What follows belongs to an exercise in optimizing a design on an open flow for a short achievable clock period and few clock cycles per item; a production flow would make more cautious choices.
Where RTL was checked, it was by simulation tests only, not by an equivalence proof against the original.
The RTL of runs 2 and 6 was laid out without a check of its function.
No run shown here takes its clock network from TritonCTS; it comes from the design's own scripts or RTL.
No driver is modelled on the clock port, so clock power and skew are understated where the tree is cut down; a real chip needs a root buffer or a tree.
Power and IR drop assume default switching activity.

==> flow/design.v <==
`timescale 1ns/10ps
`default_nettype none
package fwd_pkg;
	typedef logic [32-1:0] data_t;
	typedef logic [4-1:0] addr_t;
	typedef logic [4:0] plen_t;
	typedef enum logic {FILL, HOLD} buf_state_t;
	typedef enum logic [1:0] {IDLE, READ, DRAIN, GAP} fwd_state_t;
endpackage
`default_nettype wire
`timescale 1ns/10ps
`default_nettype none
module fwd_top (
	input wire logic clk,
	input wire logic reset,
	input wire logic left_in_valid,
	input wire fwd_pkg::data_t left_in_data,
	input wire logic left_in_last,
	output wire logic left_in_ready,
	input wire logic right_in_valid,
	input wire fwd_pkg::data_t right_in_data,
	input wire logic right_in_last,
	output wire logic right_in_ready,
	output wire logic out_valid,
	output wire fwd_pkg::data_t out_data,
	output wire logic out_last
);
	localparam int D = 16;
	localparam int K = 4;
	localparam int T = 2 * K + 1;
	logic [1:0] in_valid, in_last;
	fwd_pkg::data_t in_data [2];
	assign in_valid = {right_in_valid, left_in_valid};
	assign in_last = {right_in_last, left_in_last};
	assign in_data[0] = left_in_data;
	assign in_data[1] = right_in_data;
	logic [1:0] rdy_q;         
	logic [1:0] v_q;           
	logic [1:0] l_q;           
	fwd_pkg::data_t d_q [2];   
	logic [3:0] wc [2];        
	logic [D-1:0] wp [2];      
	logic [D-1:0] occ [2];     
	logic [K-1:0] pk [2];      
	fwd_pkg::data_t mem [2][D];
	logic [1:0] cons;          
	logic [1:0] tdone;         
	assign left_in_ready = rdy_q[0];
	assign right_in_ready = rdy_q[1];
	for (genvar L = 0; L < 2; L++) begin : g_lane
		logic inc, inc_pk;
		logic [D-1:0] occ_n;
		logic [K-1:0] pk_n;
		assign inc = in_valid[L] && rdy_q[L];
		assign inc_pk = inc && in_last[L];
		always_comb begin
			occ_n = occ[L];
			if (inc && !cons[L]) occ_n = {occ[L][D-2:0], 1'b1};
			else if (!inc && cons[L]) occ_n = {1'b0, occ[L][D-1:1]};
			pk_n = pk[L];
			if (inc_pk && !tdone[L]) pk_n = {pk[L][K-2:0], 1'b1};
			else if (!inc_pk && tdone[L]) pk_n = {1'b0, pk[L][K-1:1]};
		end
		always_ff @(posedge clk) begin
			d_q[L] <= in_data[L];
			l_q[L] <= in_last[L];
			if (reset) begin
				rdy_q[L] <= 1'b1;
				v_q[L] <= 1'b0;
				wc[L] <= '0;
				wp[L] <= D'(1);
				occ[L] <= '0;
				pk[L] <= '0;
			end else begin
				rdy_q[L] <= !occ_n[D-1] && !pk_n[K-1];
				v_q[L] <= inc;
				occ[L] <= occ_n;
				pk[L] <= pk_n;
				if (v_q[L]) begin
					wc[L] <= l_q[L] ? 4'd0 : wc[L] + 4'd1;
					wp[L] <= {wp[L][D-2:0], wp[L][D-1]};
				end
			end
		end
		for (genvar i = 0; i < D; i++) begin : g_slot
			always_ff @(posedge clk) begin
				if (v_q[L] && wp[L][i]) mem[L][i] <= d_q[L];
			end
		end
	end
	logic [1:0] push;           
	assign push = v_q & l_q;
	logic [4:0] tq [T];
	logic [T-1:0] twp, trp;    
	logic ne;                  
	logic [4:0] th;
	logic th_v;
	logic tpop, tload, byp, take;
	logic hfree;
	logic [4:0] tq_rd;
	assign hfree = !ld_q || last_q || !th_v;
	assign ne = |(twp & ~trp);
	assign tload = hfree && ne;
	assign byp = hfree && !ne && (push[0] || push[1]);
	assign take = hfree && (ne || push[0] || push[1]);
	always_comb begin
		tq_rd = '0;
		for (int i = 0; i < T; i++) tq_rd |= tq[i] & {5{trp[i]}};
	end
	for (genvar i = 0; i < T; i++) begin : g_tag
		always_ff @(posedge clk) begin
			if (push[0] && twp[i]) tq[i] <= {1'b0, wc[0]};
			else if (push[1] && (push[0] ? twp[(i+T-1)%T] : twp[i])) tq[i] <= {1'b1, wc[1]};
		end
	end
	logic ld_q;                
	logic last_q;              
	logic sel_q;               
	logic [3:0] rem_q;         
	logic [D-1:0] rp [2];      
	logic [D-1:0] g [2];       
	logic boundary, nld, nsel;
	assign boundary = !ld_q || last_q;
	assign tpop = boundary && th_v;
	assign nld = !boundary || th_v;
	assign nsel = boundary ? th[4] : sel_q;
	assign cons[0] = ld_q && !sel_q;
	assign cons[1] = ld_q && sel_q;
	assign tdone[0] = tpop && !th[4];
	assign tdone[1] = tpop && th[4];
	always_ff @(posedge clk) begin
		if (reset) begin
			twp <= T'(1);
			trp <= T'(1);
			th_v <= 1'b0;
		end else begin
			if (push[0] && push[1]) twp <= {twp[T-3:0], twp[T-1:T-2]};
			else if (push[0] || push[1]) twp <= {twp[T-2:0], twp[T-1]};
			if (take) trp <= {trp[T-2:0], trp[T-1]};
			if (take) begin
				th_v <= 1'b1;
			end else if (tpop) begin
				th_v <= 1'b0;
			end
		end
		if (tload) th <= tq_rd;
		else if (byp) th <= push[0] ? {1'b0, wc[0]} : {1'b1, wc[1]};
	end
	for (genvar L = 0; L < 2; L++) begin : g_rd
		logic [D-1:0] rp_n;
		assign rp_n = cons[L] ? {rp[L][D-2:0], rp[L][D-1]} : rp[L];
		always_ff @(posedge clk) begin
			if (reset) begin
				rp[L] <= D'(1);
				g[L] <= '0;
			end else begin
				rp[L] <= rp_n;
				g[L] <= (nld && (nsel == L[0])) ? rp_n : '0;
			end
		end
	end
	always_ff @(posedge clk) begin
		if (reset) begin
			ld_q <= 1'b0;
		end else begin
			ld_q <= nld;
		end
		sel_q <= nsel;
		rem_q <= boundary ? th[3:0] : rem_q - 4'd1;
		last_q <= boundary ? (th[3:0] == 4'd0) : (rem_q == 4'd1);
	end
	logic ov_q, ol_q;
	fwd_pkg::data_t od_q;
	fwd_pkg::data_t rd;
	always_comb begin
		rd = '0;
		for (int L = 0; L < 2; L++)
			for (int i = 0; i < D; i++) rd |= mem[L][i] & {32{g[L][i]}};
	end
	always_ff @(posedge clk) begin
		if (reset) begin
			ov_q <= 1'b0;
		end else begin
			ov_q <= ld_q;
		end
		ol_q <= last_q;
		od_q <= rd;
	end
	assign out_valid = ov_q;
	assign out_data = od_q;
	assign out_last = ol_q;
endmodule
`default_nettype wire
==> flow/flow/run.sh <==
#!/bin/bash
# The standard layout, with a two-level clock tree built by flow/cts_hook.tcl in place of
# TritonCTS: the clock port drives 4 root buffers, each drives leaf buffers, each leaf drives
# a compact cluster of about 30 flip-flops. Every tool's output is in the ORFS logs, and
# make's own output in standard_flow.log.
set -euo pipefail
cd "$(dirname "${BASH_SOURCE[0]}")/.."
work=$(pwd)
bash standard.sh PRE_CTS_TCL="$work/flow/cts_hook.tcl" finish > "$work/standard_flow.log" 2>&1
==> flow/flow/cts_hook.tcl <==
# Manual two-level clock tree: clk -> NROOT root buffers -> leaf buffers -> flops
proc ct_build {leaf_size nroot root_master leaf_master} {
  set block [ord::get_db_block]
  set clk [$block findNet clk]
  set sinks {}
  foreach it [$clk getITerms] {
    set inst [$it getInst]
    set loc [$inst getLocation]
    set m [$inst getMaster]
    set x [expr {[lindex $loc 0] + [$m getWidth]/2}]
    set y [expr {[lindex $loc 1] + [$m getHeight]/2}]
    lappend sinks [list $x $y $it]
  }
  set n [llength $sinks]
  set nleaf [expr {int(ceil(double($n)/$leaf_size))}]
  # round leaves to a multiple of nroot
  set nleaf [expr {int(ceil(double($nleaf)/$nroot))*$nroot}]
  puts "ct_build: $n sinks, $nleaf leaves, $nroot roots"
  # split sinks into nroot groups, then each into nleaf/nroot groups, by recursive bisection
  set roots [ct_split $sinks $nroot 0]
  set rm [[ord::get_db] findMaster $root_master]
  set lm [[ord::get_db] findMaster $leaf_master]
  set li 0
  set ri 0
  foreach rg $roots {
    set leaves [ct_split $rg [expr {$nleaf/$nroot}] 0]
    set rnet [odb::dbNet_create $block "ctroot_net_$ri"]
    $rnet setSigType CLOCK
    set rinst [odb::dbInst_create $block $rm "ctroot_$ri"]
    set sx 0; set sy 0
    foreach lg $leaves {
      set lnet [odb::dbNet_create $block "ctleaf_net_$li"]
      $lnet setSigType CLOCK
      set linst [odb::dbInst_create $block $lm "ctleaf_$li"]
      set cx 0; set cy 0
      foreach s $lg {
        set it [lindex $s 2]
        $it disconnect
        $it connect $lnet
        set cx [expr {$cx + [lindex $s 0]}]
        set cy [expr {$cy + [lindex $s 1]}]
      }
      set cx [expr {$cx / [llength $lg]}]
      set cy [expr {$cy / [llength $lg]}]
      ct_place $linst $lm $cx $cy
      [$linst findITerm X] connect $lnet
      [$linst findITerm A] connect $rnet
      set sx [expr {$sx + $cx}]
      set sy [expr {$sy + $cy}]
      incr li
    }
    set sx [expr {$sx / [llength $leaves]}]
    set sy [expr {$sy / [llength $leaves]}]
    ct_place $rinst $rm $sx $sy
    [$rinst findITerm X] connect $rnet
    [$rinst findITerm A] connect $clk
    incr ri
  }
}
proc ct_place {inst m cx cy} {
  $inst setLocation [expr {$cx - [$m getWidth]/2}] [expr {$cy - [$m getHeight]/2}]
  $inst setPlacementStatus PLACED
}
# split list of {x y it} into k groups of near-equal size by recursive bisection along the wider side
proc ct_split {items k dummy} {
  if {$k <= 1} { return [list $items] }
  set xs [lsort -integer [lmap s $items {lindex $s 0}]]
  set ys [lsort -integer [lmap s $items {lindex $s 1}]]
  set wx [expr {[lindex $xs end] - [lindex $xs 0]}]
  set wy [expr {[lindex $ys end] - [lindex $ys 0]}]
  set idx [expr {$wx >= $wy ? 0 : 1}]
  set sorted [lsort -integer -index $idx $items]
  set k1 [expr {$k / 2}]
  set k2 [expr {$k - $k1}]
  set n1 [expr {int(round(double([llength $items]) * $k1 / $k))}]
  set a [lrange $sorted 0 [expr {$n1 - 1}]]
  set b [lrange $sorted $n1 end]
  return [concat [ct_split $a $k1 0] [ct_split $b $k2 0]]
}

# Used by ORFS's cts.tcl in place of TritonCTS
proc clock_tree_synthesis {args} {
  puts "clock_tree_synthesis replaced: two-level tree (args ignored: $args)"
  ct_build 30 4 sky130_fd_sc_hd__clkbuf_16 sky130_fd_sc_hd__clkbuf_16
  set_propagated_clock [all_clocks]
}
==> flow/standard.sh <==
#!/bin/bash
# synth_recipe.tcl (not shown) runs the flow's synth.tcl, then flattens the netlist and writes it again
# the make line also repeats each setting of config.mk as NAME=value (left out here)
make -C /OpenROAD-flow-scripts/flow DESIGN_CONFIG=/design/flow/config.mk WORK_HOME=/design/flow/orfs CLKGATE_MAP_FILE= SYNTH_SCRIPT=/design/flow/synth_recipe.tcl "${@:-finish}"
==> flow/config.mk <==
export PLATFORM = sky130hd
export DESIGN_NAME = fwd_top
export DESIGN_NICKNAME = fwd_top
export VERILOG_FILES = /design/flow/design.v
export SDC_FILE = /design/flow/constraint.sdc
export NUM_CORES = 4
export LEC_CHECK = 0
export ABC_CLOCK_PERIOD_IN_PS = 1500
export CAP_MARGIN = 20
export CORE_MARGIN = 5
export CORE_UTILIZATION = 60
export SETUP_SLACK_MARGIN = 2.5
export SLEW_MARGIN = 20
==> flow/constraint.sdc <==
create_clock -name core_clock -period 4.0 [get_ports {clk}]
set_input_delay 0.8000 -clock core_clock [delete_from_list [all_inputs] [get_ports {clk}]]
set_output_delay 0.8000 -clock core_clock [all_outputs]
set_load 0.01 [all_outputs]
==> flow_summary.toml, run 1 <==
[logic_synthesis]
muxShareOfSynthArea = 0.0193
ys_types = 45
ys_seq_elements = 1348
syn_inst = 2827
synth_compound_area_frac = 0.105
synth_area_um2 = 47000
synth_commonest_cells = "1065 x edfxtp_1, 522 x a22oi_1, 283 x dfxtp_1"
avgSynthCellArea_um2 = 16.6
seq_area_frac_synth = 0.800
synth_top_area_share = 0.680
synth_flop_cell = "edfxtp_1"
synth-edff-count = 1065
synth_top_family_by_area = "compound AO/OA/AOI/OAI gates"
synth_fa_ha_area_frac = 0.00319
yosysMostFrequentCell = "edfxtp_1"
synth_xor_xnor_area_share = 0.000931
yosysWarnings = 11
synthArstFlopShare = 0
synth_area_leaders = "edfxtp_1 68%, dfxtp_1 12%, a22oi_1 8.3%"
syn_nets = 2909
synth_top_cell_by_area = "edfxtp_1"
synth_simple_gate_area_frac = 0.0563

[final_layout]
fillers = 4639
multi_input_comb_area_um2 = 10800
finalNetCount = 3300
syn_to_final_growth_pct = 23.3
drive_gt1_frac = 0.292
regArea_um2 = 37800
stdcell_count = 4261

[floorplan]
die_width_um = 290
io_pins = 106
initial_utilization = 0.606
coreArea_um2 = 77600
rows = 102
dieArea_um2 = 84100
dieHeight_um = 290

[timing]
worst_pin_slew_ns = 0.680
fin_crit_ns = 1.79
rsz0062_at_grt = "true"
fin_setup_tns_ns = 0
hold_violations = 0
fmaxAchievable_mhz = 558
setup-violations-final = 0
maxSlewHeadroom = 0.546
skew_ns = 0.0259
finalCritPeriodShare = 0.448
slew_viol_final = 0
layout_setup_ws_ns = 2.21

[critical_path]
worstPathMaxFanout = 6
r2r-end = "od_q[1]"
path_class = "reg2reg"
r2r_slack_ns = 2.21
end_kind = "flop"
ff2ff_path_depth = 5
crit_arrival_ns = 2.11
r2r-start = "g[0][12]"
startpoint_type = "flop"
required_ns = 4.32

[flow_run]
cap_violations = 0

[worst_hold_path]
hold_end = "tq[2][4]"
min_path_type = "reg2reg"
hold_depth = 1
min-delay-start = "tq[2][4]"

[placed_design]
io_buffers = 105
dp_hpwl_um = 74500
pre_cts_slack_ns = 1.50
dp_cells = 3874
gp_congestion = 0.888

[routing]
drt_iter0_markers = 5355
drc = 0
ant_nets = 0
vias_per_cell = 7.32
first_pass_iters = 6
num_vias = 31200
detail_route.wl_per_cell_um = 40.0
drt_wl_total_um = 171000

[global_route]
grt_pass1_wl_um = 228000
grt_overflow_total = 0
grtUsageTotal = 0.381
antenna_found_initial = 6
grt_start_max_net_pins = 45
grt_pass1_vias = 29100

[power_and_ir_drop]
p_leak_uw = 0.0190
vdd_drop_max_v = 0.000492
power_density_nw_per_um2 = 412
p_total_uw = 23900

[cts]
cts.clk_slew.worst_paths_ns = 0.10
clock_latency_ns = 0.47
hold_buffers = 0

[outcome]
status = "no timing/DRC/antenna violations"
## worst max-delay path, stage by stage (launching register included)
cell     delay [ns]
dfxtp_4        0.47
buf_12         0.20
buf_4          0.15
a22oi_2        0.18
nand4_1        0.11
or4_4          0.54
## area by class of cell
cell class / instances / share of cell area
Sequential cell: 1348 / 0.652
Multi-Input combinational cell: 1319 / 0.187
Timing Repair Buffer: 475 / 0.114
Buffer: 52 / 0.0224
Tap cell: 1040 / 0.0224
Inverter: 20 / 0.00181
Timing Repair inverter: 2 / 0.000216
Antenna cell: 5 / 0.000216
## cells in the final DEF (no fill, tap or decap), types with 50 or more instances in the layout
| cell type | netlist | final |
|---|---|---|
| buf_6 | 1 | 63 |
| a21oi_1 | 123 | 81 |
| clkdlybuf4s50_1 | 0 | 64 |
| nand4_1 | 130 | 130 |
| and2_4 | 0 | 50 |
| clkbuf_16 | 0 | 65 |
| nor2_1 | 165 | 158 |
| dfxtp_1 | 283 | 205 |
| edfxtp_1 | 1065 | 1065 |
| buf_12 | 0 | 122 |
| a22oi_2 | 0 | 157 |
| a22oi_1 | 522 | 365 |
| buf_4 | 3 | 129 |
## metal layers
metal  vias to the layer above  part of all wire  routed length (um)  global-route usage
met2                      2740              0.45               76700               0.589
met5                         -          0.000076                  13                   0
li1                      12000                 -                   -                   -
met1                     15800              0.33               56200               0.522
met3                       629              0.15               25500              0.0879
met4                         2             0.072               12200               0.179
## flip-flops by register name (all words and copies together) (netlist names), 4 cells and up
name / flops
mem: 1024
d_q: 64
tq: 45
g: 32
occ: 32
od_q: 32
rp: 32
wp: 32
trp: 9
twp: 9
pk: 8
wc: 8
th: 5
rem_q: 4
## timing repair
item / 4_1_cts / 5_1_grt
endpoints found under the hold margin: 0 / 0
endpoints found under the setup margin: 1280 / 508
cloned: 53 / 17
pin swaps: 114 / 109
buffers inserted: 169 / 91
gates resized for setup: 707 / 246
## worst max path at each step
stage                              from           to  depth (start not counted)
after CTS                       od_q[7]  out_data[7]                          1
after floorplan           left_in_valid    occ[0][0]                          8
after detailed placement         v_q[0]     tq[5][1]                          5
after global placement           v_q[0]     tq[7][1]                          5
final                          g[0][12]      od_q[1]                          5
after global routing            g[0][1]      od_q[1]                          4
## where the power goes
part	internal, uW	switching [uW]	total [uW]
Clock	2340	3890	6230
Combinational	954	985	1940
Sequential	15400	368	15700
## cell families (layout without fill, tap and decap cells)
group / after synthesis / count (layout)
AO/OA/AOI/OAI: 698 / 698
flip-flops: 1348 / 1348
other: 0 / 5
buffers and inverters: 178 / 549
multiplexers: 86 / 86
AND/OR/NAND/NOR: 500 / 518
XOR/XNOR: 5 / 5
adder cells (fa/ha/maj): 12 / 12
## stage by stage
| stage | instance area, um2 | utilization | hold WS, ns |
|---|---|---|---|
| floorplan | 47500 | - | 0.344 |
| global placement | 49600 | 0.639 | 0.373 |
| detailed placement | 49600 | 0.639 | 0.376 |
| CTS | 55600 | 0.716 | 0.488 |
| global route | 58000 | 0.748 | 0.506 |
| finish | 58000 | 0.748 | 0.473 |
Testbench counts, summed over its fixed seeds: cycles 13,605, packets 1,600.
==> run 2: changes to the inputs <==
--- a/flow/design.v
+++ b/flow/design.v
@@ -35,9 +35,8 @@
 	assign in_data[0] = left_in_data;
 	assign in_data[1] = right_in_data;
 	logic [1:0] rdy_q;         
-	logic [1:0] v_q;           
-	logic [1:0] l_q;           
-	fwd_pkg::data_t d_q [2];   
+	logic [1:0] acc;           
+	logic [1:0] push;          
 	logic [3:0] wc [2];        
 	logic [D-1:0] wp [2];      
 	logic [D-1:0] occ [2];     
@@ -49,6 +48,8 @@
 	assign right_in_ready = rdy_q[1];
 	for (genvar L = 0; L < 2; L++) begin : g_lane
 		logic inc, inc_pk;
+		assign acc[L] = inc;
+		assign push[L] = inc_pk;
 		logic [D-1:0] occ_n;
 		logic [K-1:0] pk_n;
 		assign inc = in_valid[L] && rdy_q[L];
@@ -62,34 +63,28 @@
 			else if (!inc_pk && tdone[L]) pk_n = {1'b0, pk[L][K-1:1]};
 		end
 		always_ff @(posedge clk) begin
-			d_q[L] <= in_data[L];
-			l_q[L] <= in_last[L];
 			if (reset) begin
 				rdy_q[L] <= 1'b1;
-				v_q[L] <= 1'b0;
 				wc[L] <= '0;
 				wp[L] <= D'(1);
 				occ[L] <= '0;
 				pk[L] <= '0;
 			end else begin
 				rdy_q[L] <= !occ_n[D-1] && !pk_n[K-1];
-				v_q[L] <= inc;
 				occ[L] <= occ_n;
 				pk[L] <= pk_n;
-				if (v_q[L]) begin
-					wc[L] <= l_q[L] ? 4'd0 : wc[L] + 4'd1;
+				if (inc) begin
+					wc[L] <= in_last[L] ? 4'd0 : wc[L] + 4'd1;
 					wp[L] <= {wp[L][D-2:0], wp[L][D-1]};
 				end
 			end
 		end
 		for (genvar i = 0; i < D; i++) begin : g_slot
 			always_ff @(posedge clk) begin
-				if (v_q[L] && wp[L][i]) mem[L][i] <= d_q[L];
+				if (inc && wp[L][i]) mem[L][i] <= in_data[L];
 			end
 		end
 	end
-	logic [1:0] push;           
-	assign push = v_q & l_q;
 	logic [4:0] tq [T];
 	logic [T-1:0] twp, trp;    
 	logic ne;                  
==> run 2 against run 1 <==
Compared with the run above:
- still clean on timing, DRC and antenna
- design area rose by 1.4%
- die area is 2.7% lower
- combinational power up 24%
- highest routed layer unchanged
==> flow_summary.toml, run 2 <==
[outcome]
status = "no timing/DRC/antenna violations"

[cts]
hold_buffers = 0
clock_latency_ns = 0.47
cts.clk_slew.worst_paths_ns = 0.11

[global_route]
grt_overflow_total = 0
grt_pass1_vias = 29400
grtUsageTotal = 0.395
antenna_found_initial = 16
grt_pass1_wl_um = 227000
grt_start_max_net_pins = 64

[timing]
rsz0062_at_grt = "true"
fin_crit_ns = 1.84
setup-violations-final = 0
skew_ns = 0.0435
fmaxAchievable_mhz = 543
finalCritPeriodShare = 0.461
maxSlewHeadroom = 0.409
fin_setup_tns_ns = 0
worst_pin_slew_ns = 0.887
slew_viol_final = 0
hold_violations = 0

[power_and_ir_drop]
intPower_uw = 18000
p_total_uw = 23300
pwr-share-seq = 0.642
p_clk_frac = 0.255
power_density_nw_per_um2 = 396
switchingPower_uw = 5290
p_leak_uw = 0.0193
p_sw_frac = 0.227
power_frac_comb = 0.103
vdd_drop_max_v = 0.000275

[logic_synthesis]
synth_flop_cell = "edfxtp_1"
syn_inst = 2777
synthArstFlopShare = 0
seq_area_frac_synth = 0.794
avgSynthCellArea_um2 = 16.5
yosysMostFrequentCell = "edfxtp_1"
synth_top_cell_by_area = "edfxtp_1"
ys_types = 50
synth_area_um2 = 45700
syn_nets = 2859
yosysWarnings = 10
synth_top_area_share = 0.700
synth-edff-count = 1065
synth_area_leaders = "edfxtp_1 70%, dfxtp_1 9.4%, a22oi_1 8.6%"
ys_seq_elements = 1280
synth_commonest_cells = "1065 x edfxtp_1, 522 x a22oi_1, 215 x dfxtp_1"

[routing]
drc = 0
vias_per_cell = 7.51
num_vias = 31700
drt_iter0_markers = 5690
drt_wl_total_um = 179000
detail_route.wl_per_cell_um = 42.4
ant_nets = 0
first_pass_iters = 8

[floorplan]
rows = 101
initial_utilization = 0.604
die_width_um = 286
coreArea_um2 = 75700
io_pins = 106
dieHeight_um = 286
dieArea_um2 = 81800

[critical_path]
required_ns = 4.21
worstPathMaxFanout = 8
path_cells = "buf_12, nand2_8, buf_12, clkinv_16, buf_6, nand2_4, clkinvlp_4, buf_12, clkbuf_16"
end_kind = "flop"
critPathMaxStageDelay_ns = 0.38
startpoint_type = "flop"
critPathSlowestCell = "dfxtp_4"
path_common_cell = "buf_12"
path_class = "reg2reg"
crit_arrival_ns = 2.06

[placed_design]
dp_hpwl_um = 77900
placed_cell_area_um2 = 49100
gp_congestion = 0.860
dp_cells = 3789
io_buffers = 105

[final_layout]
mostFrequentLayoutCells = "1065 x edfxtp_1, 359 x a22oi_1, 163 x a22oi_2"
top_regs = "mem (1024), tq (45)"
largest_reg_flops = 1024
regMostFlops = "mem"
drive_gt1_frac = 0.323
fillers = 4015
finalInstanceArea_um2 = 58800
layout_commonest_cell = "edfxtp_1"
syn_to_final_growth_pct = 28.8
finalNetCount = 3309
stdcell_count = 4215

[flow_run]
cap_violations = 0

[worst_hold_path]
min_path_type = "reg2reg"
[run 2: layout make-up]
| type | count | area [um2] | area share |
|---|---|---|---|
| Antenna cell | 12 | 30.0 | 0.000510 |
| Timing Repair inverter | 3 | 48.8 | 0.000829 |
| Tap cell | 978 | 1220 | 0.0208 |
| Inverter | 50 | 393 | 0.00668 |
| Sequential cell | 1280 | 36500 | 0.620 |
| Buffer | 48 | 1200 | 0.0204 |
| Multi-Input combinational cell | 1300 | 10900 | 0.186 |
| Timing Repair Buffer | 544 | 8550 | 0.145 |
[run 2: path summary, 6_finish.rpt]
| check | start | endpoint | slack, ns | cells past startpoint |
|---|---|---|---|---|
| max | rdy_q[1] | mem[22][13] | 2.16 | 9 |
| min | last_q | ol_q | 0.42 | 0 |
| max reg2reg | rdy_q[1] | mem[22][13] | 2.16 | 9 |
| min reg2reg | last_q | ol_q | 0.42 | 0 |
[run 2: worst max-delay path, delay by kind of cell, from the launching register on]
kind          cells  cell delay, ns
simple gates      2            0.16
buf+inv           7            1.01
flops             1            0.38
[run 2: logic make-up (layout without fill, tap and decap cells)]
| kind of cell | after synthesis | after routing | share of synthesized area |
|---|---|---|---|
| DFF | 1280 | 1280 | 0.794 |
| muxes | 86 | 86 | 0.0198 |
| adders and majority gates | 12 | 12 | 0.00329 |
| and+or+nand+nor | 490 | 494 | 0.0560 |
| xor gates and xnor gates | 3 | 4 | 0.000739 |
| buffers and inverters | 202 | 645 | 0.0170 |
| other | 0 | 12 | 0 |
| AOI/OAI and AO/OA | 704 | 704 | 0.109 |
[run 2: power by group through the flow]
stage	clock (uW)	combinational, uW	sequential, uW
floorplan	0	786	15200
global placement	0	1490	15200
detailed placement	0	1520	15200
CTS	5830	1960	14900
global route	6330	2480	15000
finish	5930	2410	14900
[run 2: per-stage QoR]
stage | setup slack, ns | hold slack, ns | util
after floorplan | 2.02 | 0.344 | -
after global placement | 0.746 | 0.366 | 0.649
after detailed placement | 0.688 | 0.369 | 0.649
after CTS | 2.24 | 0.413 | 0.731
after global routing | 2.13 | 0.419 | 0.777
final | 2.16 | 0.415 | 0.777
[run 2: repair_timing]
item	CTS	global route
gates resized for setup	677	402
pin swaps	72	128
buffers inserted	179	89
gates cloned	55	43
setup endpoints to repair	1830	1480
endpoints found under the hold margin	0	0
[run 2: layer usage]
layer / share of wire / vias up / track usage
met5: 0.00032 / - / 0
met4: 0.090 / 8 / 0.219
met3: 0.17 / 810 / 0.119
met2: 0.43 / 3212 / 0.588
met1: 0.31 / 15600 / 0.527
li1: - / 12000 / -
==> run 3: changes to the inputs <==
--- a/flow/design.v
+++ b/flow/design.v
@@ -26,7 +26,7 @@
 	output wire logic out_last
 );
 	localparam int D = 16;
-	localparam int K = 4;
+	localparam int K = 5;
 	localparam int T = 2 * K + 1;
 	logic [1:0] in_valid, in_last;
 	fwd_pkg::data_t in_data [2];
@@ -35,8 +35,9 @@
 	assign in_data[0] = left_in_data;
 	assign in_data[1] = right_in_data;
 	logic [1:0] rdy_q;         
-	logic [1:0] acc;           
-	logic [1:0] push;          
+	logic [1:0] v_q;           
+	logic [1:0] l_q;           
+	fwd_pkg::data_t d_q [2];   
 	logic [3:0] wc [2];        
 	logic [D-1:0] wp [2];      
 	logic [D-1:0] occ [2];     
@@ -48,12 +49,10 @@
 	assign right_in_ready = rdy_q[1];
 	for (genvar L = 0; L < 2; L++) begin : g_lane
 		logic inc, inc_pk;
-		assign acc[L] = inc;
-		assign push[L] = inc_pk;
 		logic [D-1:0] occ_n;
 		logic [K-1:0] pk_n;
-		assign inc = in_valid[L] && rdy_q[L];
-		assign inc_pk = inc && in_last[L];
+		assign inc = v_q[L];
+		assign inc_pk = v_q[L] && l_q[L];
 		always_comb begin
 			occ_n = occ[L];
 			if (inc && !cons[L]) occ_n = {occ[L][D-2:0], 1'b1};
@@ -63,30 +62,38 @@
 			else if (!inc_pk && tdone[L]) pk_n = {1'b0, pk[L][K-1:1]};
 		end
 		always_ff @(posedge clk) begin
+			d_q[L] <= in_data[L];
+			l_q[L] <= in_last[L];
 			if (reset) begin
 				rdy_q[L] <= 1'b1;
+				v_q[L] <= 1'b0;
 				wc[L] <= '0;
 				wp[L] <= D'(1);
 				occ[L] <= '0;
 				pk[L] <= '0;
 			end else begin
-				rdy_q[L] <= !occ_n[D-1] && !pk_n[K-1];
+				rdy_q[L] <= !pk_n[K-2] && (!occ_n[D-2] || (!occ_n[D-1] && !(in_valid[L] && rdy_q[L])));
+				v_q[L] <= in_valid[L] && rdy_q[L];
 				occ[L] <= occ_n;
 				pk[L] <= pk_n;
-				if (inc) begin
-					wc[L] <= in_last[L] ? 4'd0 : wc[L] + 4'd1;
+				if (v_q[L]) begin
+					wc[L] <= l_q[L] ? 4'd0 : wc[L] + 4'd1;
 					wp[L] <= {wp[L][D-2:0], wp[L][D-1]};
 				end
 			end
 		end
 		for (genvar i = 0; i < D; i++) begin : g_slot
 			always_ff @(posedge clk) begin
-				if (inc && wp[L][i]) mem[L][i] <= in_data[L];
-			end
-		end
-	end
+				if (v_q[L] && wp[L][i]) mem[L][i] <= d_q[L];
+			end
+		end
+	end
+	logic [1:0] push;           
+	assign push = v_q & l_q;
 	logic [4:0] tq [T];
 	logic [T-1:0] twp, trp;    
+	logic [T-1:0] tcnt;        
+	logic [T-1:0] tcnt_p;      
 	logic ne;                  
 	logic [4:0] th;
 	logic th_v;
@@ -94,10 +101,15 @@
 	logic hfree;
 	logic [4:0] tq_rd;
 	assign hfree = !ld_q || last_q || !th_v;
-	assign ne = |(twp & ~trp);
+	assign ne = tcnt[0];
 	assign tload = hfree && ne;
 	assign byp = hfree && !ne && (push[0] || push[1]);
 	assign take = hfree && (ne || push[0] || push[1]);
+	always_comb begin
+		if (push[0] && push[1]) tcnt_p = {tcnt[T-3:0], 2'b11};
+		else if (push[0] || push[1]) tcnt_p = {tcnt[T-2:0], 1'b1};
+		else tcnt_p = tcnt;
+	end
 	always_comb begin
 		tq_rd = '0;
 		for (int i = 0; i < T; i++) tq_rd |= tq[i] & {5{trp[i]}};
@@ -127,19 +139,20 @@
 		if (reset) begin
 			twp <= T'(1);
 			trp <= T'(1);
+			tcnt <= '0;
 			th_v <= 1'b0;
 		end else begin
 			if (push[0] && push[1]) twp <= {twp[T-3:0], twp[T-1:T-2]};
 			else if (push[0] || push[1]) twp <= {twp[T-2:0], twp[T-1]};
 			if (take) trp <= {trp[T-2:0], trp[T-1]};
+			tcnt <= take ? {1'b0, tcnt_p[T-1:1]} : tcnt_p;
 			if (take) begin
 				th_v <= 1'b1;
 			end else if (tpop) begin
 				th_v <= 1'b0;
 			end
 		end
-		if (tload) th <= tq_rd;
-		else if (byp) th <= push[0] ? {1'b0, wc[0]} : {1'b1, wc[1]};
+		if (take) th <= ne ? tq_rd : (push[0] ? {1'b0, wc[0]} : {1'b1, wc[1]});
 	end
 	for (genvar L = 0; L < 2; L++) begin : g_rd
 		logic [D-1:0] rp_n;
@@ -164,22 +177,28 @@
 		rem_q <= boundary ? th[3:0] : rem_q - 4'd1;
 		last_q <= boundary ? (th[3:0] == 4'd0) : (rem_q == 4'd1);
 	end
-	logic ov_q, ol_q;
+	logic pv_q, pl_q, ov_q, ol_q;
+	fwd_pkg::data_t pr_q [2];
 	fwd_pkg::data_t od_q;
-	fwd_pkg::data_t rd;
-	always_comb begin
-		rd = '0;
-		for (int L = 0; L < 2; L++)
+	for (genvar L = 0; L < 2; L++) begin : g_pick
+		fwd_pkg::data_t rd;
+		always_comb begin
+			rd = '0;
 			for (int i = 0; i < D; i++) rd |= mem[L][i] & {32{g[L][i]}};
+		end
+		always_ff @(posedge clk) pr_q[L] <= rd;
 	end
 	always_ff @(posedge clk) begin
 		if (reset) begin
+			pv_q <= 1'b0;
 			ov_q <= 1'b0;
 		end else begin
-			ov_q <= ld_q;
-		end
-		ol_q <= last_q;
-		od_q <= rd;
+			pv_q <= ld_q;
+			ov_q <= pv_q;
+		end
+		pl_q <= last_q;
+		ol_q <= pl_q;
+		od_q <= pr_q[0] | pr_q[1];
 	end
 	assign out_valid = ov_q;
 	assign out_data = od_q;
==> run 3 against run 2 <==
Compared with the run above:
- via count down 4.6%
- largest power group unchanged
- total power increased by 2.5%
- still clean
- routed wire length is 17% lower
- design area up 0.85%
- flip-flop and latch count up 161
- global-route usage is 8.5 points lower
- clock power grew 12%
==> flow_summary.toml, run 3 <==
[outcome]
status = "no timing/DRC/antenna violations"

[placed_design]
placed_cell_area_um2 = 51900
gp_congestion = 0.834
io_buffers = 105
dp_hpwl_um = 66100

[critical_path]
r2r-start = "v_q[1]"
path_cells = "buf_6"
startpoint_type = "flop"
crit_arrival_ns = 0.97
end_kind = "output port"
crit_family = "flip-flops"
critPathSlowestCell = "dfxtp_4"
critPathBufInv = 1
critPathMaxStageDelay_ns = 0.40
r2r_slack_ns = 2.24
worstSetupStartpoint = "od_q[1]"
path_class = "reg2out"
required_ns = 3.20
worstPathMaxFanout = 1

[floorplan]
die_width_um = 298
rows = 105
initial_utilization = 0.605
dieArea_um2 = 88700
dieHeight_um = 298
coreArea_um2 = 82100
io_pins = 106

[routing]
ant_nets = 0
drt_wl_total_um = 147000
drt_iter0_markers = 4455
drc = 0
first_pass_iters = 7
vias_per_cell = 6.99
num_vias = 30200
detail_route.wl_per_cell_um = 34.1

[global_route]
grt_overflow_total = 0
grtUsageTotal = 0.310
grt_pass1_vias = 28200
antenna_found_initial = 3
grt_start_max_net_pins = 85
grt_pass1_wl_um = 202000

[power_and_ir_drop]
p_leak_uw = 0.0198
p_clk_frac = 0.277
vdd_drop_max_v = 0.000328
p_sw_frac = 0.199
power_density_nw_per_um2 = 402
power_frac_comb = 0.035
pwr-share-seq = 0.688
intPower_uw = 19100
switchingPower_uw = 4760

[timing]
fin_crit_ns = 1.77
slew_viol_final = 0
rsz0062_at_grt = "true"
finalCritPeriodShare = 0.443
maxSlewHeadroom = 0.499
hold_violations = 0
setup-violations-final = 0
fin_setup_tns_ns = 0
worst_pin_slew_ns = 0.751
fmaxAchievable_mhz = 564
skew_ns = 0.0221

[logic_synthesis]
avgSynthCellArea_um2 = 17.0
syn_nets = 3003
synth_area_leaders = "edfxtp_1 65%, dfxtp_1 15%, a22o_1 5.0%"
synth_commonest_cells = "1073 x edfxtp_1, 368 x dfxtp_1, 283 x a22o_1"
synth-edff-count = 1073
seq_area_frac_synth = 0.797
synthArstFlopShare = 0
ys_types = 54
synth_area_um2 = 49700
ys_seq_elements = 1441
syn_inst = 2921
synth_flop_cell = "edfxtp_1"
yosysMostFrequentCell = "edfxtp_1"
yosysWarnings = 12
synth_top_area_share = 0.648
synth_top_cell_by_area = "edfxtp_1"

[cts]
clock_latency_ns = 0.48
hold_buffers = 0
cts.clk_slew.worst_paths_ns = 0.10

[flow_run]
cap_violations = 0

[worst_hold_path]
min_path_type = "reg2reg"
min-delay-start = "pl_q"

[final_layout]
finalNetCount = 3338
regMostFlops = "mem"
syn_to_final_growth_pct = 19.4
regArea_um2 = 39800
mostFrequentLayoutCells = "1073 x edfxtp_1, 297 x dfxtp_1, 271 x a22o_1"
drive_gt1_frac = 0.262
fillers = 4980
layout_commonest_cell = "edfxtp_1"
top_regs = "mem (1024), d_q (64), pr_q (64)"
largest_reg_flops = 1024
multi_input_comb_area_um2 = 11400
finalInstanceArea_um2 = 59300
[run 3: changes by cell type after synthesis, sizes merged, moves of 33 or more]
cell / previous run / this run
a221oi: 5 / 257
nand2: 124 / 64
nand4: 130 / 66
nor2: 125 / 179
and2: 0 / 33
a22oi: 522 / 20
a22o: 1 / 284
dfxtp: 215 / 368
inv: 48 / 11
[run 3: logic make-up (layout without fill, tap and decap cells)]
kind of cell | after synthesis | count (layout) | synth area share
XOR/XNOR | 6 | 7 | 0.00121
flip-flops | 1441 | 1441 | 0.797
other | 0 | 1 | 0
AND/OR/NAND/NOR | 438 | 478 | 0.0438
multiplexers | 88 | 88 | 0.0189
buffers and inverters | 189 | 480 | 0.0150
adder cells (fa/ha/maj) | 13 | 13 | 0.00322
AO/OA/AOI/OAI | 746 | 747 | 0.121
[run 3: worst register-to-register path, stage by stage, from the launching register on]
cell        delay [ns]
dfxtp_4           0.37
buf_6             0.10
buf_6             0.09
buf_6             0.09
clkinvlp_4        0.12
ha_4              0.20
buf_6             0.13
clkbuf_16         0.15
nand3b_1          0.10
a21oi_2           0.06
a21oi_1           0.15
nor2_1            0.06
[run 3: per-stage QoR]
stage | cells | util | total power [uW] | hold WS, ns | worst slack, ns
4_1_cts | 4244 | 0.695 | 23700 | 0.356 | 2.22
5_1_grt | 4324 | 0.723 | 24500 | 0.359 | 2.19
3_5_place_dp | 3972 | 0.632 | 17200 | 0.328 | 1.19
3_3_place_gp | 3972 | 0.632 | 17200 | 0.360 | 1.28
2_1_floorplan | 2921 | - | 16900 | 0.310 | 2.21
6_report | 4325 | 0.723 | 23900 | 0.360 | 2.23
[run 3: final timing paths]
| check | to | cells past startpoint |
|---|---|---|
| worst max-delay path | out_data[1] | 1 |
| worst min-delay path | ol_q | 0 |
| worst max register to register | occ[1][6] | 11 |
| worst min register to register | ol_q | 0 |
[run 3: power by group through the flow]
stage                     Clock (uW)  Combinational (uW)  Sequential [uW]
final                           6620                 835            16400
after floorplan                    0                 299            16600
after global placement             0                 473            16700
after CTS                       6650                 701            16400
after global routing            7230                 868            16400
after detailed placement           0                 483            16700
[run 3: what timing repair did]
item	in CTS	in global routing
buffers inserted	162	62
gates resized for setup	514	294
gates cloned	54	18
pin swaps	82	105
setup endpoints to repair	1414	611
[run 3: per-layer routing]
layer	GRT usage	part of all wire	vias to the layer above
met5	0	0.00011	-
met4	0.0722	0.038	2
met3	0.0534	0.12	302
met2	0.485	0.46	2004
met1	0.467	0.39	15500
li1	-	-	12400
[run 3: final cells by class]
cell class,count,area share
Sequential cell,1441,0.670
Multi-Input combinational cell,1333,0.192
Timing Repair Buffer,410,0.0902
Buffer,56,0.0236
Tap cell,1070,0.0226
Inverter,11,0.00110
Timing Repair inverter,3,0.000379
Antenna cell,1,0.0000422
Testbench counts of run 3, summed over its fixed seeds: cycles 13,613, packets 1,600.
==> run 4: changes to the inputs <==
==> flow/flow/run.sh (replaced) <==
#!/bin/bash
# The standard layout, with a two-level clock tree built by flow/cts_hook.tcl in place of
# TritonCTS: the clock port drives 4 root buffers, each drives leaf buffers, each leaf drives
# a compact cluster of about 30 flip-flops. Before that, each flip-flop that drives an
# output port's buffer is moved next to that buffer (detailed placement then legalizes). Every tool's output is in the ORFS logs, and
# make's own output in standard_flow.log.
set -euo pipefail
cd "$(dirname "${BASH_SOURCE[0]}")/.."
work=$(pwd)
bash standard.sh PRE_CTS_TCL="$work/flow/cts_hook.tcl" finish > "$work/standard_flow.log" 2>&1
--- a/flow/flow/cts_hook.tcl
+++ b/flow/flow/cts_hook.tcl
@@ -78,9 +78,37 @@
   return [concat [ct_split $a $k1 0] [ct_split $b $k2 0]]
 }
 
+# Move each flip-flop that drives an output port's buffer next to that buffer
+proc ct_pull_outputs {} {
+  set block [ord::get_db_block]
+  set n 0
+  foreach bt [$block getBTerms] {
+    if {[$bt getIoType] ne "OUTPUT"} { continue }
+    set net [$bt getNet]
+    if {$net eq "NULL"} { continue }
+    set buf ""
+    foreach it [$net getITerms] { if {[$it isOutputSignal]} { set buf [$it getInst] } }
+    if {$buf eq ""} { continue }
+    set in ""
+    foreach it [$buf getITerms] { if {[$it isInputSignal]} { set in $it } }
+    if {$in eq ""} { continue }
+    set n2 [$in getNet]
+    if {$n2 eq "NULL"} { continue }
+    set ff ""
+    foreach it [$n2 getITerms] { if {[$it isOutputSignal]} { set ff [$it getInst] } }
+    if {$ff eq "" || ![[$ff getMaster] isSequential]} { continue }
+    set loc [$buf getLocation]
+    $ff setLocation [lindex $loc 0] [lindex $loc 1]
+    $ff setPlacementStatus PLACED
+    incr n
+  }
+  puts "ct_pull_outputs: moved $n flip-flops next to their output buffers"
+}
+
 # Used by ORFS's cts.tcl in place of TritonCTS
 proc clock_tree_synthesis {args} {
   puts "clock_tree_synthesis replaced: two-level tree (args ignored: $args)"
+  ct_pull_outputs
   ct_build 30 4 sky130_fd_sc_hd__clkbuf_16 sky130_fd_sc_hd__clkbuf_16
   set_propagated_clock [all_clocks]
 }
--- a/flow/config.mk
+++ b/flow/config.mk
@@ -8,6 +8,7 @@
 export ABC_CLOCK_PERIOD_IN_PS = 1500
 export CAP_MARGIN = 20
 export CORE_MARGIN = 5
-export CORE_UTILIZATION = 60
+export CORE_UTILIZATION = 70
+export PLACE_DENSITY = 0.75
 export SETUP_SLACK_MARGIN = 2.5
 export SLEW_MARGIN = 20
==> run 4 against run 3 <==
Compared with the run above:
- still clean
- design area up 0.15%
- clock skew up 0.018 ns
- synthesized cell count unchanged
- critical path depth up 8
- worst setup slack about the same
- sequential share of layout area down 0.12 points
- first-iteration DRC count up 22%
- fmax about the same
- largest power group unchanged
==> flow_summary.toml, run 4 <==
[placed_design]
dp_cells = 3830
gp_congestion = 0.862
dp_hpwl_um = 63500
pre_cts_slack_ns = 1.20
io_buffers = 105

[critical_path]
required_ns = 4.39
path_class = "reg2reg"
crit_arrival_ns = 2.16
end_kind = "flop"
startpoint_type = "flop"
worstPathMaxFanout = 8

[timing]
setup-violations-final = 0
finalCritPeriodShare = 0.443
fmaxAchievable_mhz = 564
rsz0062_at_grt = "true"
fin_setup_tns_ns = 0
layout_setup_ws_ns = 2.23
skew_ns = 0.0405
fin_crit_ns = 1.77
worst_pin_slew_ns = 0.915
hold_violations = 0
slew_viol_final = 0
hold_ws_ns = 0.364
maxSlewHeadroom = 0.389

[flow_run]
cap_violations = 0

[routing]
detail_route.wl_per_cell_um = 36.7
first_pass_iters = 8
num_vias = 31700
ant_nets = 0
drt_iter0_markers = 5455
drc = 0
vias_per_cell = 7.57
drt_wl_total_um = 153000

[global_route]
grt_start_max_net_pins = 95
grt_pass1_wl_um = 202000
antenna_found_initial = 3
grt_pass1_vias = 29600
grtUsageTotal = 0.358
grt_overflow_total = 0

[logic_synthesis]
synth_commonest_cells = "1073 x edfxtp_1, 368 x dfxtp_1, 283 x a22o_1"
synth_area_leaders = "edfxtp_1 65%, dfxtp_1 15%, a22o_1 5.0%"
seq_area_frac_synth = 0.797
avgSynthCellArea_um2 = 17.0
synth_flop_cell = "edfxtp_1"
syn_nets = 3003
synth-edff-count = 1073
ys_types = 54
synth_top_cell_by_area = "edfxtp_1"
ys_seq_elements = 1441
synth_top_area_share = 0.648
synth_area_um2 = 49700
synthArstFlopShare = 0
yosysMostFrequentCell = "edfxtp_1"
syn_inst = 2921
yosysWarnings = 12

[final_layout]
layout_commonest_cell = "edfxtp_1"
top_regs = "mem (1024), d_q (64), pr_q (64)"
drive_gt1_frac = 0.270
syn_to_final_growth_pct = 19.6
finalNetCount = 3324
antennaDiodeCount = 0
regMostFlops = "mem"
largest_reg_flops = 1024
mostFrequentLayoutCells = "1073 x edfxtp_1, 297 x dfxtp_1, 270 x a22o_1"
stdcell_count = 4180

[floorplan]
io_pins = 106
die_width_um = 276
coreArea_um2 = 70300
dieArea_um2 = 76400
rows = 97
initial_utilization = 0.707
dieHeight_um = 276

[cts]
clock_latency_ns = 0.49
cts.clk_slew.worst_paths_ns = 0.12

[power_and_ir_drop]
p_leak_uw = 0.0198
vdd_drop_max_v = 0.000526
power_density_nw_per_um2 = 403

[outcome]
status = "no timing/DRC/antenna violations"

[worst_hold_path]
min_path_type = "reg2reg"
## run 4: cell counts after synthesis
Identical to the previous run, type by type.
## run 4: timing repair
item | CTS | global route
hold buffers | 0 | 0
pin swaps | 77 | 92
buffers inserted | 137 | 90
gates cloned | 50 | 17
endpoints found under the hold margin | 0 | 0
setup endpoints to repair | 1401 | 620
resized for setup | 558 | 321
## run 4: per-stage QoR
step | area, um2 | total power, uW | util
2_1_floorplan | 50000 | 16900 | -
3_3_place_gp | 51700 | 17200 | 0.735
3_5_place_dp | 51700 | 17200 | 0.735
4_1_cts | 56600 | 23600 | 0.805
5_1_grt | 59400 | 24500 | 0.846
6_report | 59400 | 24000 | 0.846
## run 4: critical path, stage by stage (launching register included)
cell and delay, ns:
dfxtp_4 0.41, nor2b_4 0.17, buf_12 0.13, inv_6 0.04
ha_4 0.21, buf_8 0.16, nand3b_1 0.18, a21oi_2 0.13
a21oi_1 0.06, nor2_1 0.19
## run 4: cells by family (layout without fill, tap and decap cells)
logic type,count (synthesis),after routing,synth area share
multiplexers,88,88,0.0189
AO/OA/AOI/OAI,746,748,0.121
buffers and inverters,189,469,0.0150
XOR/XNOR,6,7,0.00121
AND/OR/NAND/NOR,438,474,0.0438
adder cells (fa/ha/maj),13,13,0.00322
flip-flops,1441,1441,0.797
## run 4: path summary, 6_finish.rpt
check	startpoint	endpoint	slack (ns)	cells past startpoint
hold / removal	pl_q	ol_q	0.36	0
setup / recovery	ld_q	occ[0][9]	2.23	9
setup reg to reg	ld_q	occ[0][9]	2.23	9
hold reg to reg	pl_q	ol_q	0.36	0
## run 4: cell type report
type                       count  area, um2
timing repair inverter         2       15.0
multi-input combinational   1330      11800
buffer                        56       1400
fill                        2930      10800
sequential                  1441      39700
inverter                      11       77.6
tap                          940       1180
timing repair buffer         400       5200
## run 4: layer usage
layer	share of wire	routed length [um]	global-route usage	vias to the layer above
li1	-	-	-	12400
met3	0.16	23900	0.0804	625
met2	0.45	69700	0.552	3056
met4	0.056	8640	0.120	6
met5	0.00026	40	0	-
met1	0.33	51000	0.519	15600
## run 4: power by group
group          switching, uW  total [uW]  internal, uW
sequential               256       16400         16200
clock                   4140        6660          2520
combinational            448         886           438
==> run 5: changes to the inputs <==
--- a/flow/config.mk
+++ b/flow/config.mk
@@ -8,7 +8,6 @@
 export ABC_CLOCK_PERIOD_IN_PS = 1500
 export CAP_MARGIN = 20
 export CORE_MARGIN = 5
-export CORE_UTILIZATION = 70
-export PLACE_DENSITY = 0.75
+export CORE_UTILIZATION = 60
 export SETUP_SLACK_MARGIN = 2.5
 export SLEW_MARGIN = 20
==> run 5 against run 4 <==
Compared with the run above:
- worst hold slack improved by 0.0067 ns
- register-to-register slack improved by 0.08 ns
- routed wire length decreased by 2.9%
- synthesized cell count unchanged
- design area increased by 0.82%
- clock skew decreased by 0.017 ns
- sequential power about the same
- critical endpoint is now out_data[6]
==> flow_summary.toml, run 5 <==
[worst_hold_path]
min-delay-start = "pl_q"
hold_end = "ol_q"
hold_depth = 0
min_path_type = "reg2reg"

[final_layout]
largest_reg_flops = 1024
finish.utilization = 0.730
top_regs = "mem (1024), d_q (64), pr_q (64)"
layout_commonest_cell = "edfxtp_1"
syn_to_final_growth_pct = 20.6
finalNetCount = 3383
mostFrequentLayoutCells = "1073 x edfxtp_1, 296 x dfxtp_1, 271 x a22o_1"
drive_gt1_frac = 0.275
regMostFlops = "mem"

[global_route]
grt_start_max_net_pins = 85
grt_overflow_total = 0
grt_pass1_wl_um = 204000
antenna_found_initial = 3
grtUsageTotal = 0.314
grt_pass1_vias = 28500

[floorplan]
rows = 105
coreArea_um2 = 82100
dieArea_um2 = 88700
io_pins = 106
initial_utilization = 0.605
die_width_um = 298
dieHeight_um = 298

[logic_synthesis]
muxShareOfSynthArea = 0.0189
yosysWarnings = 12
synth_flop_cell = "edfxtp_1"
synth_area_leaders = "edfxtp_1 65%, dfxtp_1 15%, a22o_1 5.0%"
synth_simple_gate_area_frac = 0.0438
synth_top_cell_by_area = "edfxtp_1"
synth_top_area_share = 0.648
synth_xor_xnor_area_share = 0.00121
synth_commonest_cells = "1073 x edfxtp_1, 368 x dfxtp_1, 283 x a22o_1"
synth_area_um2 = 49700
syn_nets = 3003
synth_fa_ha_area_frac = 0.00322
yosysMostFrequentCell = "edfxtp_1"
synth-edff-count = 1073
synth_compound_area_frac = 0.121
avgSynthCellArea_um2 = 17.0
synthArstFlopShare = 0
synth_top_family_by_area = "compound AO/OA/AOI/OAI gates"
seq_area_frac_synth = 0.797
syn_inst = 2921
ys_seq_elements = 1441
ys_types = 54

[critical_path]
crit_arrival_ns = 0.92
end_kind = "output port"
required_ns = 3.20
path_cells = "buf_6"
r2r-start = "v_q[1]"
critPathSlowestCell = "dfxtp_2"
critPathMaxStageDelay_ns = 0.34
r2r-end = "tcnt[7]"
r2r_slack_ns = 2.31
ff2ff_path_depth = 7
path_class = "reg2out"
crit_family = "flip-flops"
critPathBufInv = 1
startpoint_type = "flop"
worstPathMaxFanout = 1

[timing]
setup-violations-final = 0
fin_crit_ns = 1.72
hold_violations = 0
fin_setup_tns_ns = 0
slew_viol_final = 0
maxSlewHeadroom = 0.489
finalCritPeriodShare = 0.431
rsz0062_at_grt = "true"
fmaxAchievable_mhz = 580
worst_pin_slew_ns = 0.766
skew_ns = 0.0236

[cts]
clock_latency_ns = 0.48
cts.clk_slew.worst_paths_ns = 0.10
hold_buffers = 0

[placed_design]
dp_hpwl_um = 66100
gp_congestion = 0.834
io_buffers = 105

[outcome]
status = "no timing/DRC/antenna violations"

[routing]
drt_iter0_markers = 4261
detail_route.wl_per_cell_um = 34.1
num_vias = 30500
drc = 0
drt_wl_total_um = 149000
vias_per_cell = 6.97
ant_nets = 0
first_pass_iters = 6

[flow_run]
cap_violations = 0

[power_and_ir_drop]
p_leak_uw = 0.0201
power_density_nw_per_um2 = 398
p_total_uw = 23900
vdd_drop_max_v = 0.000439
[run 5: per-layer routing]
layer  routed length [um]  track usage  share of wire  vias up
met2                67900        0.487           0.46     2011
met1                57400        0.466           0.39    15700
met5                   13            0       0.000087        -
met3                18000       0.0615           0.12      277
met4                 5500       0.0819          0.037        2
li1                     -            -              -    12500
[run 5: final cells by class]
cell class                      instances  area (um2)
Sequential cell                      1441       39700
Fill cell                            4928       22200
Multi-Input combinational cell       1328       11500
Timing Repair Buffer                  460        5890
Buffer                                 56        1400
Tap cell                             1070        1340
Inverter                               11        57.6
Timing Repair inverter                  3        22.5
Antenna cell                            1        2.50
[run 5: worst reg2reg max path, delay by kind of cell (launching register included)]
family,cells,cell delay [ns]
AO/OA/AOI/OAI,3,0.72
flip-flops,1,0.38
buffers and inverters,4,0.48
[run 5: worst max-delay path by stage]
stage	startpoint	cells after the start	endpoint
after floorplan	ld_q	10	rdy_q[0]
after global placement	v_q[1]	5	occ[1][0]
after detailed placement	v_q[1]	5	occ[1][12]
after CTS	rdy_q[1]	1	right_in_ready
after global routing	od_q[29]	1	out_data[29]
final	od_q[6]	1	out_data[6]
[run 5: per-stage QoR]
| stage | area, um2 | hold slack [ns] | setup slack (ns) | cells |
|---|---|---|---|---|
| after floorplan | 50000 | 0.310 | 2.21 | 2921 |
| after global placement | 51900 | 0.360 | 1.28 | 3972 |
| after detailed placement | 51900 | 0.328 | 1.19 | 3972 |
| after CTS | 57600 | 0.371 | 2.24 | 4286 |
| after global routing | 59900 | 0.376 | 2.23 | 4369 |
| final | 59900 | 0.370 | 2.28 | 4370 |
[run 5: power by group]
part	internal, uW	switching (uW)
Clock	2510	4080
Combinational	432	430
Sequential	16200	243
Total	19100	4750
[run 5: logic make-up after synthesis]
family | Yosys count
AOI/OAI and AO/OA | 746
muxes | 88
buffers and inverters | 189
adders and majority gates | 13
and+or+nand+nor | 438
DFF | 1441
xor gates and xnor gates | 6
[run 5: timing repair]
| action | 4_1_cts | 5_1_grt |
|---|---|---|
| buffers inserted | 209 | 71 |
| endpoints found under the setup margin | 1414 | 573 |
| cloned | 49 | 12 |
| gates resized for setup | 533 | 247 |
| pin swaps | 99 | 109 |
==> run 6: changes to the inputs <==
--- a/flow/design.v
+++ b/flow/design.v
@@ -26,8 +26,8 @@
 	output wire logic out_last
 );
 	localparam int D = 16;
-	localparam int K = 5;
-	localparam int T = 2 * K + 1;
+	localparam int K = 4;
+	localparam int T = 2 * K;
 	logic [1:0] in_valid, in_last;
 	fwd_pkg::data_t in_data [2];
 	assign in_valid = {right_in_valid, left_in_valid};
@@ -51,8 +51,8 @@
 		logic inc, inc_pk;
 		logic [D-1:0] occ_n;
 		logic [K-1:0] pk_n;
-		assign inc = v_q[L];
-		assign inc_pk = v_q[L] && l_q[L];
+		assign inc = in_valid[L] && rdy_q[L];
+		assign inc_pk = inc && in_last[L];
 		always_comb begin
 			occ_n = occ[L];
 			if (inc && !cons[L]) occ_n = {occ[L][D-2:0], 1'b1};
@@ -72,8 +72,8 @@
 				occ[L] <= '0;
 				pk[L] <= '0;
 			end else begin
-				rdy_q[L] <= !pk_n[K-2] && (!occ_n[D-2] || (!occ_n[D-1] && !(in_valid[L] && rdy_q[L])));
-				v_q[L] <= in_valid[L] && rdy_q[L];
+				rdy_q[L] <= !occ_n[D-1] && !pk_n[K-1];
+				v_q[L] <= inc;
 				occ[L] <= occ_n;
 				pk[L] <= pk_n;
 				if (v_q[L]) begin
@@ -88,36 +88,33 @@
 			end
 		end
 	end
-	logic [1:0] push;           
-	assign push = v_q & l_q;
 	logic [4:0] tq [T];
 	logic [T-1:0] twp, trp;    
 	logic [T-1:0] tcnt;        
-	logic [T-1:0] tcnt_p;      
-	logic ne;                  
 	logic [4:0] th;
 	logic th_v;
-	logic tpop, tload, byp, take;
-	logic hfree;
+	logic tpop, tload;
+	logic push_one, push_two;
 	logic [4:0] tq_rd;
-	assign hfree = !ld_q || last_q || !th_v;
-	assign ne = tcnt[0];
-	assign tload = hfree && ne;
-	assign byp = hfree && !ne && (push[0] || push[1]);
-	assign take = hfree && (ne || push[0] || push[1]);
-	always_comb begin
-		if (push[0] && push[1]) tcnt_p = {tcnt[T-3:0], 2'b11};
-		else if (push[0] || push[1]) tcnt_p = {tcnt[T-2:0], 1'b1};
-		else tcnt_p = tcnt;
-	end
+	logic [1:0] push;           
+	logic [1:0] q;              
+	logic hfree, byp;
+	assign push = v_q & l_q;
+	assign hfree = tpop || !th_v;
+	assign tload = hfree && tcnt[0];
+	assign byp = hfree && !tcnt[0] && (push[0] || push[1]);
+	assign q[0] = push[0] && !byp;
+	assign q[1] = push[1] && !(byp && !push[0]);
+	assign push_one = q[0] ^ q[1];
+	assign push_two = q[0] && q[1];
 	always_comb begin
 		tq_rd = '0;
 		for (int i = 0; i < T; i++) tq_rd |= tq[i] & {5{trp[i]}};
 	end
 	for (genvar i = 0; i < T; i++) begin : g_tag
 		always_ff @(posedge clk) begin
-			if (push[0] && twp[i]) tq[i] <= {1'b0, wc[0]};
-			else if (push[1] && (push[0] ? twp[(i+T-1)%T] : twp[i])) tq[i] <= {1'b1, wc[1]};
+			if (q[0] && twp[i]) tq[i] <= {1'b0, wc[0]};
+			else if (q[1] && (q[0] ? twp[(i+T-1)%T] : twp[i])) tq[i] <= {1'b1, wc[1]};
 		end
 	end
 	logic ld_q;                
@@ -142,17 +139,20 @@
 			tcnt <= '0;
 			th_v <= 1'b0;
 		end else begin
-			if (push[0] && push[1]) twp <= {twp[T-3:0], twp[T-1:T-2]};
-			else if (push[0] || push[1]) twp <= {twp[T-2:0], twp[T-1]};
-			if (take) trp <= {trp[T-2:0], trp[T-1]};
-			tcnt <= take ? {1'b0, tcnt_p[T-1:1]} : tcnt_p;
-			if (take) begin
+			if (push_one) twp <= {twp[T-2:0], twp[T-1]};
+			else if (push_two) twp <= {twp[T-3:0], twp[T-1:T-2]};
+			if (tload) trp <= {trp[T-2:0], trp[T-1]};
+			if (tload || byp) begin
 				th_v <= 1'b1;
 			end else if (tpop) begin
 				th_v <= 1'b0;
 			end
-		end
-		if (take) th <= ne ? tq_rd : (push[0] ? {1'b0, wc[0]} : {1'b1, wc[1]});
+			if (push_two && !tload) tcnt <= {tcnt[T-3:0], 2'b11};
+			else if ((push_one && !tload) || (push_two && tload)) tcnt <= {tcnt[T-2:0], 1'b1};
+			else if (!push_one && !push_two && tload) tcnt <= {1'b0, tcnt[T-1:1]};
+		end
+		if (tload) th <= tq_rd;
+		else if (byp) th <= push[0] ? {1'b0, wc[0]} : {1'b1, wc[1]};
 	end
 	for (genvar L = 0; L < 2; L++) begin : g_rd
 		logic [D-1:0] rp_n;
@@ -177,28 +177,22 @@
 		rem_q <= boundary ? th[3:0] : rem_q - 4'd1;
 		last_q <= boundary ? (th[3:0] == 4'd0) : (rem_q == 4'd1);
 	end
-	logic pv_q, pl_q, ov_q, ol_q;
-	fwd_pkg::data_t pr_q [2];
+	logic ov_q, ol_q;
 	fwd_pkg::data_t od_q;
-	for (genvar L = 0; L < 2; L++) begin : g_pick
-		fwd_pkg::data_t rd;
-		always_comb begin
-			rd = '0;
+	fwd_pkg::data_t rd;
+	always_comb begin
+		rd = '0;
+		for (int L = 0; L < 2; L++)
 			for (int i = 0; i < D; i++) rd |= mem[L][i] & {32{g[L][i]}};
-		end
-		always_ff @(posedge clk) pr_q[L] <= rd;
 	end
 	always_ff @(posedge clk) begin
 		if (reset) begin
-			pv_q <= 1'b0;
 			ov_q <= 1'b0;
 		end else begin
-			pv_q <= ld_q;
-			ov_q <= pv_q;
-		end
-		pl_q <= last_q;
-		ol_q <= pl_q;
-		od_q <= pr_q[0] | pr_q[1];
+			ov_q <= ld_q;
+		end
+		ol_q <= last_q;
+		od_q <= rd;
 	end
 	assign out_valid = ov_q;
 	assign out_data = od_q;
==> flow/flow/run.sh (replaced) <==
#!/bin/bash
# The standard layout, with a two-level clock tree built by flow/cts_hook.tcl in place of
# TritonCTS: the clock port drives 4 root buffers, each drives leaf buffers, each leaf drives
# a compact cluster of about 30 flip-flops. Every tool's output is in the ORFS logs, and
# make's own output in standard_flow.log.
set -euo pipefail
cd "$(dirname "${BASH_SOURCE[0]}")/.."
work=$(pwd)
bash standard.sh PRE_CTS_TCL="$work/flow/cts_hook.tcl" finish > "$work/standard_flow.log" 2>&1
--- a/flow/flow/cts_hook.tcl
+++ b/flow/flow/cts_hook.tcl
@@ -78,37 +78,9 @@
   return [concat [ct_split $a $k1 0] [ct_split $b $k2 0]]
 }
 
-# Move each flip-flop that drives an output port's buffer next to that buffer
-proc ct_pull_outputs {} {
-  set block [ord::get_db_block]
-  set n 0
-  foreach bt [$block getBTerms] {
-    if {[$bt getIoType] ne "OUTPUT"} { continue }
-    set net [$bt getNet]
-    if {$net eq "NULL"} { continue }
-    set buf ""
-    foreach it [$net getITerms] { if {[$it isOutputSignal]} { set buf [$it getInst] } }
-    if {$buf eq ""} { continue }
-    set in ""
-    foreach it [$buf getITerms] { if {[$it isInputSignal]} { set in $it } }
-    if {$in eq ""} { continue }
-    set n2 [$in getNet]
-    if {$n2 eq "NULL"} { continue }
-    set ff ""
-    foreach it [$n2 getITerms] { if {[$it isOutputSignal]} { set ff [$it getInst] } }
-    if {$ff eq "" || ![[$ff getMaster] isSequential]} { continue }
-    set loc [$buf getLocation]
-    $ff setLocation [lindex $loc 0] [lindex $loc 1]
-    $ff setPlacementStatus PLACED
-    incr n
-  }
-  puts "ct_pull_outputs: moved $n flip-flops next to their output buffers"
-}
-
 # Used by ORFS's cts.tcl in place of TritonCTS
 proc clock_tree_synthesis {args} {
   puts "clock_tree_synthesis replaced: two-level tree (args ignored: $args)"
-  ct_pull_outputs
   ct_build 30 4 sky130_fd_sc_hd__clkbuf_16 sky130_fd_sc_hd__clkbuf_16
   set_propagated_clock [all_clocks]
 }
==> run 6 against run 5 <==
Compared with the run above:
- fmax shrank 15%
- highest routed layer unchanged
- flip-flop and latch count shrank 92
- combinational power shrank 24%
- sequential power shrank 6%
- worst setup slack lost 0.31 ns
- synthesized cell count shrank 0.89%
- critical path depth grew 6
- via count grew 5.0%
- sequential share of layout area shrank 2.3 points
- largest power group unchanged
- clock power shrank 5.2%
- critical path type is now reg2reg
- worst hold slack gained 0.13 ns
- final cell count shrank 0.11%
==> flow_summary.toml, run 6 <==
[timing]
fin_setup_tns_ns = 0
worst_pin_slew_ns = 0.782
maxSlewHeadroom = 0.478
slew_viol_final = 0
fmaxAchievable_mhz = 490
rsz0062_at_grt = "true"
finalCritPeriodShare = 0.510
hold_ws_ns = 0.501
setup-violations-final = 0
hold_violations = 0
fin_crit_ns = 2.04
skew_ns = 0.0299

[logic_synthesis]
synth_simple_gate_area_frac = 0.0591
synth_top_area_share = 0.674
seq_area_frac_synth = 0.796
syn_inst = 2895
avgSynthCellArea_um2 = 16.3
synth_top_cell_by_area = "edfxtp_1"
synth_xor_xnor_area_share = 0.000556
syn_nets = 2979
muxShareOfSynthArea = 0.0159
synthArstFlopShare = 0
synth_area_um2 = 47300
synth_area_leaders = "edfxtp_1 67%, dfxtp_1 12%, a22oi_1 8.5%"
synth_flop_cell = "edfxtp_1"
synth_fa_ha_area_frac = 0.00371
ys_seq_elements = 1349
synth-edff-count = 1061
synth_top_family_by_area = "compound AO/OA/AOI/OAI gates"
yosysMostFrequentCell = "edfxtp_1"
ys_types = 53
yosysWarnings = 11
synth_compound_area_frac = 0.109
synth_commonest_cells = "1061 x edfxtp_1, 533 x a22oi_1, 288 x dfxtp_1"

[critical_path]
startpoint_type = "flop"
crit_arrival_ns = 2.42
r2r_slack_ns = 1.96
ff2ff_path_depth = 7
end_kind = "flop"
worstPathMaxFanout = 5
r2r-start = "last_q"
path_class = "reg2reg"
r2r-end = "tcnt[1]"
required_ns = 4.38

[cts]
clock_latency_ns = 0.48
cts.clk_slew.worst_paths_ns = 0.11

[final_layout]
top_regs = "mem (1024), d_q (64), tq (40)"
drive_gt1_frac = 0.311
finish.utilization = 0.751
largest_reg_flops = 1024
syn_to_final_growth_pct = 25.0
regMostFlops = "mem"
layout_commonest_cell = "edfxtp_1"
finalNetCount = 3398
mostFrequentLayoutCells = "1061 x edfxtp_1, 313 x a22oi_1, 227 x dfxtp_1"

[floorplan]
die_width_um = 291
dieArea_um2 = 84500
dieHeight_um = 291
rows = 103
io_pins = 106
initial_utilization = 0.601
coreArea_um2 = 78600

[routing]
num_vias = 32000
drt_iter0_markers = 5107
drc = 0
ant_nets = 0
first_pass_iters = 6
detail_route.wl_per_cell_um = 41.1
drt_wl_total_um = 179000
vias_per_cell = 7.33

[placed_design]
gp_congestion = 0.880
io_buffers = 105
dp_hpwl_um = 74500

[worst_hold_path]
hold_end = "wp[0][7]"
hold_depth = 2
min-delay-start = "wp[0][7]"
min_path_type = "reg2reg"

[global_route]
grt_overflow_total = 0
grt_pass1_vias = 29700
grtUsageTotal = 0.396
grt_start_max_net_pins = 103
antenna_found_initial = 5
grt_pass1_wl_um = 235000

[flow_run]
cap_violations = 0

[power_and_ir_drop]
power_density_nw_per_um2 = 378
vdd_drop_max_v = 0.000328
p_total_uw = 22300
p_leak_uw = 0.0193

[outcome]
status = "no timing/DRC/antenna violations"
[run 6: critical path, stage by stage (launching register included)]
cell      delay [ns]
dfxtp_2         0.34
nand3b_4        0.20
a31o_4          0.29
ha_4            0.24
nor2b_4         0.14
a211o_4         0.31
o221a_1         0.25
a311oi_2        0.18
[run 6: report_power, final]
group	total (uW)	leakage (uW)	switching, uW	internal (uW)
logic	655	0.00667	343	312
clock network	6260	0.000641	3910	2340
registers	15400	0.0120	227	15200
[run 6: how the worst max path moves through the flow]
| stage | start | endpoint |
|---|---|---|
| finish | last_q | tcnt[1] |
| global route | ld_q | tcnt[1] |
| CTS | last_q | tcnt[1] |
| detailed placement | v_q[0] | tcnt[5] |
| global placement | right_in_valid | occ[1][14] |
| floorplan | ld_q | tcnt[1] |
[run 6: kinds of logic (layout without fill, tap and decap cells)]
logic type               count (synthesis)  count (layout)
buffers and inverters                  186             589
XOR/XNOR                                 3               3
flip-flops                            1349            1349
other                                    0               3
AND/OR/NAND/NOR                        540             553
multiplexers                            71              71
AO/OA/AOI/OAI                          732             733
adder cells (fa/ha/maj)                 14              14
[run 6: what timing repair did]
action | 4_1_cts | 5_1_grt
gates cloned | 60 | 19
endpoints found under the setup margin | 1303 | 711
gates resized for setup | 728 | 266
buffers inserted | 205 | 74
pin swaps | 137 | 147
hold buffers | 0 | 0
hold endpoints to repair | 0 | 0
[run 6: per-layer routing]
| metal | global-route usage | share of wire | wire [um] |
|---|---|---|---|
| met4 | 0.225 | 0.087 | 15700 |
| met1 | 0.517 | 0.32 | 57500 |
| met2 | 0.593 | 0.43 | 76900 |
| met3 | 0.129 | 0.16 | 29100 |
| met5 | 0.00737 | 0.00062 | 112 |
[run 6: layout make-up]
type,instances,area (um2)
antenna,3,7.51
buffer,52,1300
fill,4551,19500
inverter,18,95.1
multi-input combinational,1374,11100
sequential,1349,37800
tap,1050,1310
timing repair buffer,516,7460
timing repair inverter,3,22.5
[run 6: per-stage QoR]
stage / instances / setup WS [ns] / area, um2
finish: 4365 / 1.96 / 59100
global placement: 3952 / 1.23 / 49800
detailed placement: 3952 / 1.09 / 49800
CTS: 4269 / 1.97 / 57000
floorplan: 2895 / 1.88 / 47600
global route: 4363 / 1.90 / 59100

Re-timed with assumed drivers on the ports (clkbuf_16 on the clock, buf_2 on other inputs), run 6 has 1.961 ns of setup slack against 1.961 ns with ideal ports, and 1.961 ns once port delays also move by the mid clock arrival of 0.612 ns.
